What follows belongs to an exercise in optimizing a design on an open flow for a short achievable clock period and few clock cycles; a production flow would make more cautious choices. Where RTL was checked, it was by simulation tests only, not by an equivalence proof against the original. Power and IR drop assume default switching activity.

==> 05-23: inputs <==
==> flow/design.v (excerpt) <==
module rv32i_core (
    input  logic             clk,
    input  logic             rst,
    output logic [31:0]      imem_addr,
    input  logic [31:0]      imem_data,
    output logic             wb_valid,
    output logic [4:0]       wb_rd,
    output logic [31:0]      wb_data
);
make LEC_CHECK=0 ABC_CLOCK_PERIOD_IN_PS=3000 CAP_MARGIN=20 CORE_MARGIN=2 CORE_UTILIZATION=40 SETUP_SLACK_MARGIN=5 SLEW_MARGIN=20 finish   # period 8.5 ns
run.sh (not shown) runs the stock make flow with config.mk's settings and CLKGATE_MAP_FILE= SYNTH_SCRIPT=/design/flow/synth_recipe.tcl, a recipe that flattens the netlist after the stock synthesis.
==> 05-20: changes against 05-23 <==
--- a/flow/design.v
+++ b/flow/design.v
@@ -19,13 +19,15 @@
     localparam int RS_OR   = 6;
     localparam int RS_AND  = 7;
     localparam int RS_LINK = 8;
     localparam int RS_N    = 9;
     localparam int BR_N = 6;
-    localparam int BTB_IDX = 5;
-    localparam int BTB_TAG = 7;
+    localparam int BTB_IDX = 6;
+    localparam int BTB_TAG = 6;
     localparam int BTB_TGT = 13;
+    localparam int LP_IDX = 4;
+    localparam int LP_CNT = 4;
 endpackage
 `default_nettype wire
 `timescale 1ns/1ns
 `default_nettype none
 module alu (
@@ -68,12 +70,15 @@
     input  logic [31:1]                 redirect_tgt_t,
     input  logic [31:1]                 redirect_tgt_n,
     input  logic                        upd_valid,
     input  logic [rv32_pkg::BTB_IDX-1:0] upd_idx,
     input  logic [rv32_pkg::BTB_TAG-1:0] upd_tag,
-    input  logic [rv32_pkg::BTB_TGT:1]  upd_target,
     input  logic                        upd_retc,
+    input  logic                        upd_bwd,
+    input  logic                        lpu_valid,
+    input  logic [rv32_pkg::LP_IDX-1:0] lpu_idx,
+    input  logic                        lpu_taken,
     input  logic                        ras_push,
     input  logic                        ras_pop,
     input  logic [rv32_pkg::BTB_TGT:1]  ras_link,
     output logic [31:1]                 pc_f,
     output logic                        m_valid,
@@ -87,10 +92,16 @@
     logic                        rst_q;
     logic [NE-1:0]               btb_v;
     logic [rv32_pkg::BTB_TAG-1:0] btb_tag [0:NE-1];
     logic [rv32_pkg::BTB_TGT:1]  btb_tgt [0:NE-1];
     logic [NE-1:0]               btb_ret;
+    logic [NE-1:0]               btb_bwd;
+    localparam int NL = 1 << rv32_pkg::LP_IDX;
+    logic [NL-1:0]               lp_v;
+    logic [rv32_pkg::LP_CNT-1:0] lp_trip [0:NL-1];
+    logic [rv32_pkg::LP_CNT-1:0] lp_cnt  [0:NL-1];
+    logic [NL-1:0]               lp_exit;
     logic [rv32_pkg::BTB_TGT:1]  ras [0:3];
     logic [1:0]                  ras_ptr;
     logic [rv32_pkg::BTB_TGT:1]  ras_top;
     logic [rv32_pkg::BTB_TGT:1]  last_pop;
     logic [rv32_pkg::BTB_IDX-1:0] idx;
@@ -98,50 +109,84 @@
     logic                        pc_f_zero;
     logic [31:1]                 pred;
     logic [rv32_pkg::BTB_TGT:1]  hit_tgt;
     logic [31:1]                 next_t;
     logic [31:1]                 next_n;
+    logic [31:1]                 pc_next;
+    logic [31:1]                 rst_pc;
     assign imem_addr = {pc_f, 1'b0};
     assign idx       = pc_f[IH:IL];
     assign pc_f_zero = (pc_f == '0);
     assign ras_top   = ras_push ? ras_link : ras[ras_ptr];
     always_comb begin
+        for (int j = 0; j < NL; j++) begin
+            lp_exit[j] = lp_v[j] && (lp_cnt[j] == lp_trip[j]) && (lp_trip[j] != '1);
+        end
+    end
+    always_comb begin
         logic [rv32_pkg::BTB_TGT:1] t;
         hit = 1'b0;
         t   = '0;
         for (int i = 0; i < NE; i++) begin
-            if (btb_v[i] && idx == i && btb_tag[i] == pc_f[TH:TL]) begin
+            if (btb_v[i] && idx == i && btb_tag[i] == pc_f[TH:TL] &&
+                !(btb_bwd[i] && lp_exit[i % NL])) begin
                 hit = 1'b1;
             end
             t = t | ({rv32_pkg::BTB_TGT{idx == i}} & (btb_ret[i] ? ras_top : btb_tgt[i]));
         end
         hit_tgt = t;
     end
     assign pred      = hit ? {pc_f[31:rv32_pkg::BTB_TGT+1], hit_tgt} : (pc_f + 31'd2);
-    assign next_t    = redirect_kill_t ? redirect_tgt_t : pred;
-    assign next_n    = redirect_kill_n ? redirect_tgt_n : pred;
+    assign rst_pc    = (rst_q && pc_f_zero) ? 31'd2 : 31'd0;
+    assign next_t    = rst ? rst_pc : (redirect_kill_t ? redirect_tgt_t : pred);
+    assign next_n    = rst ? rst_pc : (redirect_kill_n ? redirect_tgt_n : pred);
+    pc_select u_pc_select (
+        .sel (redirect_taken),
+        .a   (next_t),
+        .b   (next_n),
+        .y   (pc_next)
+    );
     always_ff @(posedge clk) begin
         rst_q <= rst;
         pc_m  <= pc_f;
+        pc_f  <= pc_next;
         if (rst) begin
-            pc_f    <= (rst_q && pc_f_zero) ? 31'd2 : 31'd0;
             m_valid <= pc_f_zero;
         end else begin
             m_valid <= !redirect_valid;
-            pc_f    <= redirect_taken ? next_t : next_n;
         end
     end
     always_ff @(posedge clk) begin
         if (rst) begin
             btb_v <= '0;
         end else if (upd_valid) begin
             btb_v[upd_idx] <= 1'b1;
         end
         if (upd_valid) begin
             btb_tag[upd_idx] <= upd_tag;
-            btb_tgt[upd_idx] <= upd_target;
-            btb_ret[upd_idx] <= upd_retc && (upd_target == last_pop);
+            btb_tgt[upd_idx] <= pc_f[rv32_pkg::BTB_TGT:1];
+            btb_ret[upd_idx] <= upd_retc && (pc_f[rv32_pkg::BTB_TGT:1] == last_pop);
+            btb_bwd[upd_idx] <= upd_bwd;
+        end
+    end
+    always_ff @(posedge clk) begin
+        if (rst) begin
+            lp_v <= '0;
+            for (int j = 0; j < NL; j++) begin
+                lp_cnt[j]  <= '0;
+                lp_trip[j] <= '0;
+            end
+        end else if (lpu_valid) begin
+            if (lpu_taken) begin
+                if (lp_cnt[lpu_idx] != '1) begin
+                    lp_cnt[lpu_idx] <= lp_cnt[lpu_idx] + 1'b1;
+                end
+            end else begin
+                lp_v[lpu_idx]    <= 1'b1;
+                lp_trip[lpu_idx] <= lp_cnt[lpu_idx];
+                lp_cnt[lpu_idx]  <= '0;
+            end
         end
     end
     always_ff @(posedge clk) begin
         if (rst) begin
             ras_ptr  <= '0;
@@ -157,10 +202,20 @@
             last_pop <= ras[ras_ptr];
         end
     end
 endmodule
 `default_nettype wire
+`default_nettype none
+module pc_select (
+    input  logic        sel,
+    input  logic [31:1] a,
+    input  logic [31:1] b,
+    output logic [31:1] y
+);
+    assign y = sel ? a : b;
+endmodule
+`default_nettype wire
 `timescale 1ns/1ns
 `default_nettype none
 module decode_unit (
     input  logic                      clk,
     input  logic                      rst,
@@ -189,10 +244,11 @@
     output logic [rv32_pkg::BR_N-1:0] e_br,
     output logic                      e_jal,
     output logic                      e_jalr,
     output logic                      e_push,
     output logic                      e_pop,
+    output logic                      e_bwd,
     output logic                      e_wr,
     output logic [4:0]                e_rd
 );
     logic [6:0]  opcode;
     logic [2:0]  funct3;
@@ -278,10 +334,11 @@
         e_br     <= br;
         e_jal    <= is_jal;
         e_jalr   <= is_jalr;
         e_push   <= (is_jal || is_jalr) && rd != '0;
         e_pop    <= is_jalr && rd == '0;
+        e_bwd    <= (br != '0) && instr[31];
         e_wr     <= wr;
         e_rd     <= rd;
     end
 endmodule
 `default_nettype wire
@@ -307,19 +364,16 @@
         end else if (wb_valid) begin
             regs[wb_rd] <= wb_data;
         end
     end
     always_comb begin
-        logic [31:0] r1, r2;
-        r1 = '0;
-        r2 = '0;
-        for (int i = 1; i < 32; i++) begin
-            r1 = r1 | ({32{rs1_addr == i}} & regs[i]);
-            r2 = r2 | ({32{rs2_addr == i}} & regs[i]);
-        end
-        rs1_data = (wb_valid && wb_rd == rs1_addr) ? wb_data : r1;
-        rs2_data = (wb_valid && wb_rd == rs2_addr) ? wb_data : r2;
+        if (rs1_addr == '0)                      rs1_data = '0;
+        else if (wb_valid && wb_rd == rs1_addr)  rs1_data = wb_data;
+        else                                     rs1_data = regs[rs1_addr];
+        if (rs2_addr == '0)                      rs2_data = '0;
+        else if (wb_valid && wb_rd == rs2_addr)  rs2_data = wb_data;
+        else                                     rs2_data = regs[rs2_addr];
     end
 endmodule
 `default_nettype wire
 `timescale 1ns/1ns
 `default_nettype none
@@ -342,10 +396,11 @@
     input  logic [rv32_pkg::BR_N-1:0]    e_br,
     input  logic                         e_jal,
     input  logic                         e_jalr,
     input  logic                         e_push,
     input  logic                         e_pop,
+    input  logic                         e_bwd,
     input  logic                         e_wr,
     input  logic [4:0]                   e_rd,
     output logic                         redirect_valid,
     output logic [31:1]                  redirect_target,
     output logic                         redirect_taken,
@@ -354,12 +409,15 @@
     output logic [31:1]                  redirect_tgt_t,
     output logic [31:1]                  redirect_tgt_n,
     output logic                         upd_valid,
     output logic [rv32_pkg::BTB_IDX-1:0] upd_idx,
     output logic [rv32_pkg::BTB_TAG-1:0] upd_tag,
-    output logic [rv32_pkg::BTB_TGT:1]   upd_target,
     output logic                         upd_retc,
+    output logic                         upd_bwd,
+    output logic                         lpu_valid,
+    output logic [rv32_pkg::LP_IDX-1:0]  lpu_idx,
+    output logic                         lpu_taken,
     output logic                         ras_push,
     output logic                         ras_pop,
     output logic [rv32_pkg::BTB_TGT:1]   ras_link,
     output logic                         wb_valid,
     output logic [4:0]                   wb_rd,
@@ -384,32 +442,34 @@
         logic [31:0] pa, pb;
         logic        peq;
         for (int p = 0; p < 4; p++) begin
             pa = p[0] ? wb_data : e_a;
             pb = p[1] ? wb_data : e_b;
-            sum_p[p] = pa + (pb ^ {32{e_sub}}) + {31'b0, e_sub};
+            sum_p[p] = e_sub ? (pa - pb) : (pa + pb);
             peq      = pa == pb;
             lt_p[p]  = $signed(pa) < $signed(pb);
             ltu_p[p] = pa < pb;
             tk_p[p]  = |(e_br & {!ltu_p[p], ltu_p[p], !lt_p[p], lt_p[p], !peq, peq});
         end
     end
     assign sum   = sum_p[{e_fb, e_fa}];
     assign lt    = lt_p[{e_fb, e_fa}];
     assign ltu   = ltu_p[{e_fb, e_fa}];
     assign taken = tk_p[{e_fb, e_fa}];
-    alu u_alu (
-        .sel    (e_sel),
-        .sra    (e_sra),
-        .sum    (sum),
-        .lt     (lt),
-        .ltu    (ltu),
-        .a      (op_a),
-        .b      (op_b),
-        .link   ({e_link, 1'b0}),
-        .result (result)
-    );
+    logic [31:0] sll;
+    logic [31:0] srl;
+    assign sll = op_a << op_b[4:0];
+    assign srl = e_sra ? 32'($signed(op_a) >>> op_b[4:0]) : (op_a >> op_b[4:0]);
+    assign result = ({32{e_sel[rv32_pkg::RS_ADD]}}  & sum)
+                  | ({32{e_sel[rv32_pkg::RS_SLL]}}  & sll)
+                  | ({32{e_sel[rv32_pkg::RS_SLT]}}  & {31'b0, lt})
+                  | ({32{e_sel[rv32_pkg::RS_SLTU]}} & {31'b0, ltu})
+                  | ({32{e_sel[rv32_pkg::RS_XOR]}}  & (op_a ^ op_b))
+                  | ({32{e_sel[rv32_pkg::RS_SR]}}   & srl)
+                  | ({32{e_sel[rv32_pkg::RS_OR]}}   & (op_a | op_b))
+                  | ({32{e_sel[rv32_pkg::RS_AND]}}  & (op_a & op_b))
+                  | ({32{e_sel[rv32_pkg::RS_LINK]}} & {e_link, 1'b0});
     assign br_sum = {e_pc, 1'b0} + e_imm;
     assign jr_sum = e_fa ? (wb_data + e_imm) : (e_a + e_imm);
     always_comb begin
         logic [31:1] cb;
         logic [31:1] cj;
@@ -446,14 +506,17 @@
     assign redirect_target = taken ? tgt_t : tgt_n;
     assign ras_push = e_valid && e_push;
     assign ras_pop  = e_valid && e_pop;
     assign ras_link = e_link[rv32_pkg::BTB_TGT:1];
     always_ff @(posedge clk) begin
-        upd_valid  <= redirect_valid && !rst;
+        upd_valid  <= redirect_valid && !(e_bwd && !taken) && !rst;
+        upd_bwd    <= e_bwd;
+        lpu_valid  <= e_valid && e_bwd && !rst;
+        lpu_idx    <= e_pc[rv32_pkg::LP_IDX+1:2];
+        lpu_taken  <= taken;
         upd_idx    <= e_pc[rv32_pkg::BTB_IDX+1:2];
         upd_tag    <= e_pc[rv32_pkg::BTB_IDX+rv32_pkg::BTB_TAG+1:rv32_pkg::BTB_IDX+2];
-        upd_target <= redirect_target[rv32_pkg::BTB_TGT:1];
         upd_retc   <= e_pop;
     end
     always_ff @(posedge clk) begin
         wb_valid <= e_valid && e_wr && !rst;
         wb_rd    <= e_rd;
@@ -480,12 +543,16 @@
     logic [31:1] redirect_tgt_t;
     logic [31:1] redirect_tgt_n;
     logic        upd_valid;
     logic [rv32_pkg::BTB_IDX-1:0] upd_idx;
     logic [rv32_pkg::BTB_TAG-1:0] upd_tag;
-    logic [rv32_pkg::BTB_TGT:1] upd_target;
     logic        upd_retc;
+    logic        upd_bwd;
+    logic        lpu_valid;
+    logic [rv32_pkg::LP_IDX-1:0] lpu_idx;
+    logic        lpu_taken;
+    logic        e_bwd;
     logic        ras_push;
     logic        ras_pop;
     logic [rv32_pkg::BTB_TGT:1] ras_link;
     logic        e_push;
     logic        e_pop;
@@ -526,12 +593,15 @@
         .redirect_tgt_t  (redirect_tgt_t),
         .redirect_tgt_n  (redirect_tgt_n),
         .upd_valid       (upd_valid),
         .upd_idx         (upd_idx),
         .upd_tag         (upd_tag),
-        .upd_target      (upd_target),
         .upd_retc        (upd_retc),
+        .upd_bwd         (upd_bwd),
+        .lpu_valid       (lpu_valid),
+        .lpu_idx         (lpu_idx),
+        .lpu_taken       (lpu_taken),
         .ras_push        (ras_push),
         .ras_pop         (ras_pop),
         .ras_link        (ras_link),
         .pc_f            (pc_f),
         .m_valid         (m_valid),
@@ -565,10 +635,11 @@
         .e_br     (e_br),
         .e_jal    (e_jal),
         .e_jalr   (e_jalr),
         .e_push   (e_push),
         .e_pop    (e_pop),
+        .e_bwd    (e_bwd),
         .e_wr     (e_wr),
         .e_rd     (e_rd)
     );
     register_file u_regfile (
         .clk      (clk),
@@ -600,10 +671,11 @@
         .e_br            (e_br),
         .e_jal           (e_jal),
         .e_jalr          (e_jalr),
         .e_push          (e_push),
         .e_pop           (e_pop),
+        .e_bwd           (e_bwd),
         .e_wr            (e_wr),
         .e_rd            (e_rd),
         .redirect_valid  (redirect_valid),
         .redirect_target (redirect_target),
         .redirect_taken  (redirect_taken),
@@ -612,12 +684,15 @@
         .redirect_tgt_t  (redirect_tgt_t),
         .redirect_tgt_n  (redirect_tgt_n),
         .upd_valid       (upd_valid),
         .upd_idx         (upd_idx),
         .upd_tag         (upd_tag),
-        .upd_target      (upd_target),
         .upd_retc        (upd_retc),
+        .upd_bwd         (upd_bwd),
+        .lpu_valid       (lpu_valid),
+        .lpu_idx         (lpu_idx),
+        .lpu_taken       (lpu_taken),
         .ras_push        (ras_push),
         .ras_pop         (ras_pop),
         .ras_link        (ras_link),
         .wb_valid        (wb_valid),
         .wb_rd           (wb_rd),
CAP_MARGIN = 40   (was 20)
SLEW_MARGIN = 40   (was 20)
SYNTH_HIERARCHICAL = 1   (was not set)
SYNTH_MINIMUM_KEEP_SIZE = 0   (was not set)
==> notes <==
05-20 completed without violations. 05-23 went through all stages and came out clean.
Against 05-20, the setup slack of 05-23 is lower by 0.088 ns.
Between 05-23 and 05-20, the lower global-route usage is in 05-20 (gap 7.6 points).
Between 05-20 and 05-23, the lower register-to-register slack is in 05-23 (gap 0.09 ns).
In 05-20 the flip-flop and latch count is higher than in 05-23, by 902.
Between 05-20 and 05-23, the lower power is in 05-23 (gap 37%, measured against 05-23).
Between 05-20 and 05-23, the lower sequential power is in 05-23 (gap about 40%, measured against 05-23).
Clock-buffer cell count: 05-20 is higher than 05-23 (156).
Of 05-20 and 05-23, 05-23 has the higher hold slack (gap 0.011 ns).
Between 05-20 and 05-23, the lower clock power is in 05-23 (gap about 40%, measured against 05-23).
Against 05-20, the synthesized cell count of 05-23 is lower by 26%.
==> figures <==
	05-23	05-20
Share of cell area taken by flip-flops and latches	42.2%	43.4%
Final std cells w/o fill	15200	20800
Routing usage on met3	18.3%	16.7%
Vias	112000	140000
Sw Pwr	7.63 mW	9.95 mW
Mean area per synthesized cell	10.5 um2	11.2 um2
Final critical-path share of the clock period	51.3%	50.3%
Synthesized net count	11300	15000
RePlAce Congestion	1.05	1.06
Setup repair bufs after CTS	440	374
Hold wc startpoint	u_decode.e_pnpc[16]	u_decode.e_rd[2]
Final standard cell area without fillers	140000 um2	197000 um2
Worst reg-to-reg setup slack	4.14 ns	4.23 ns
Via count of the first global-routing pass	102000	125000
Sink of the worst hold path	u_decode.e_pc[16]	u_execute.wb_rd[2]
Clk slew on worst S/H paths	0.07 ns	0.06 ns
Smallest hold slack	0.397 ns	0.386 ns
Result of the run	finished clean	finished clean
Worst voltage drop across the vdd grid	181 uV	190 uV
Total stage count of the critical path	13	14
Final Util	49.5%	48.5%
Testbench counts of 05-20, summed over its fixed seeds: cycles 55,623.
Function not checked in 05-23: the RTL went through the layout flow alone.

==> static timing again, ports no longer ideal <==
No port has a modelled driver above. Below, the same layouts with a new extraction and two added sets of constraints.
Step 1: set_driving_cell puts a clkbuf_16 on clk and a buf_2 on each other input, an assumption about the parent block.
Step 2, shift: input delay + t, output delay - t, t = (earliest + latest rising clock arrival at the registers) / 2. This alone moves slack from input paths to output paths.
Three values: ideal, step 1, step 2; two values: the first two.
run | t (ns) | slack for setup (ns) | worst setup path at the end
05-23 | 1.012 | 4.141 / 4.141 / 3.738 | input to register
05-20 | 1.106 | 4.228 / 4.228 / 3.608 | input to register
After both steps setup and hold are still met in every run listed. The setup slack of 05-20, which loses most, moves by 0.000 ns with the drivers and by -0.620 ns with both steps.
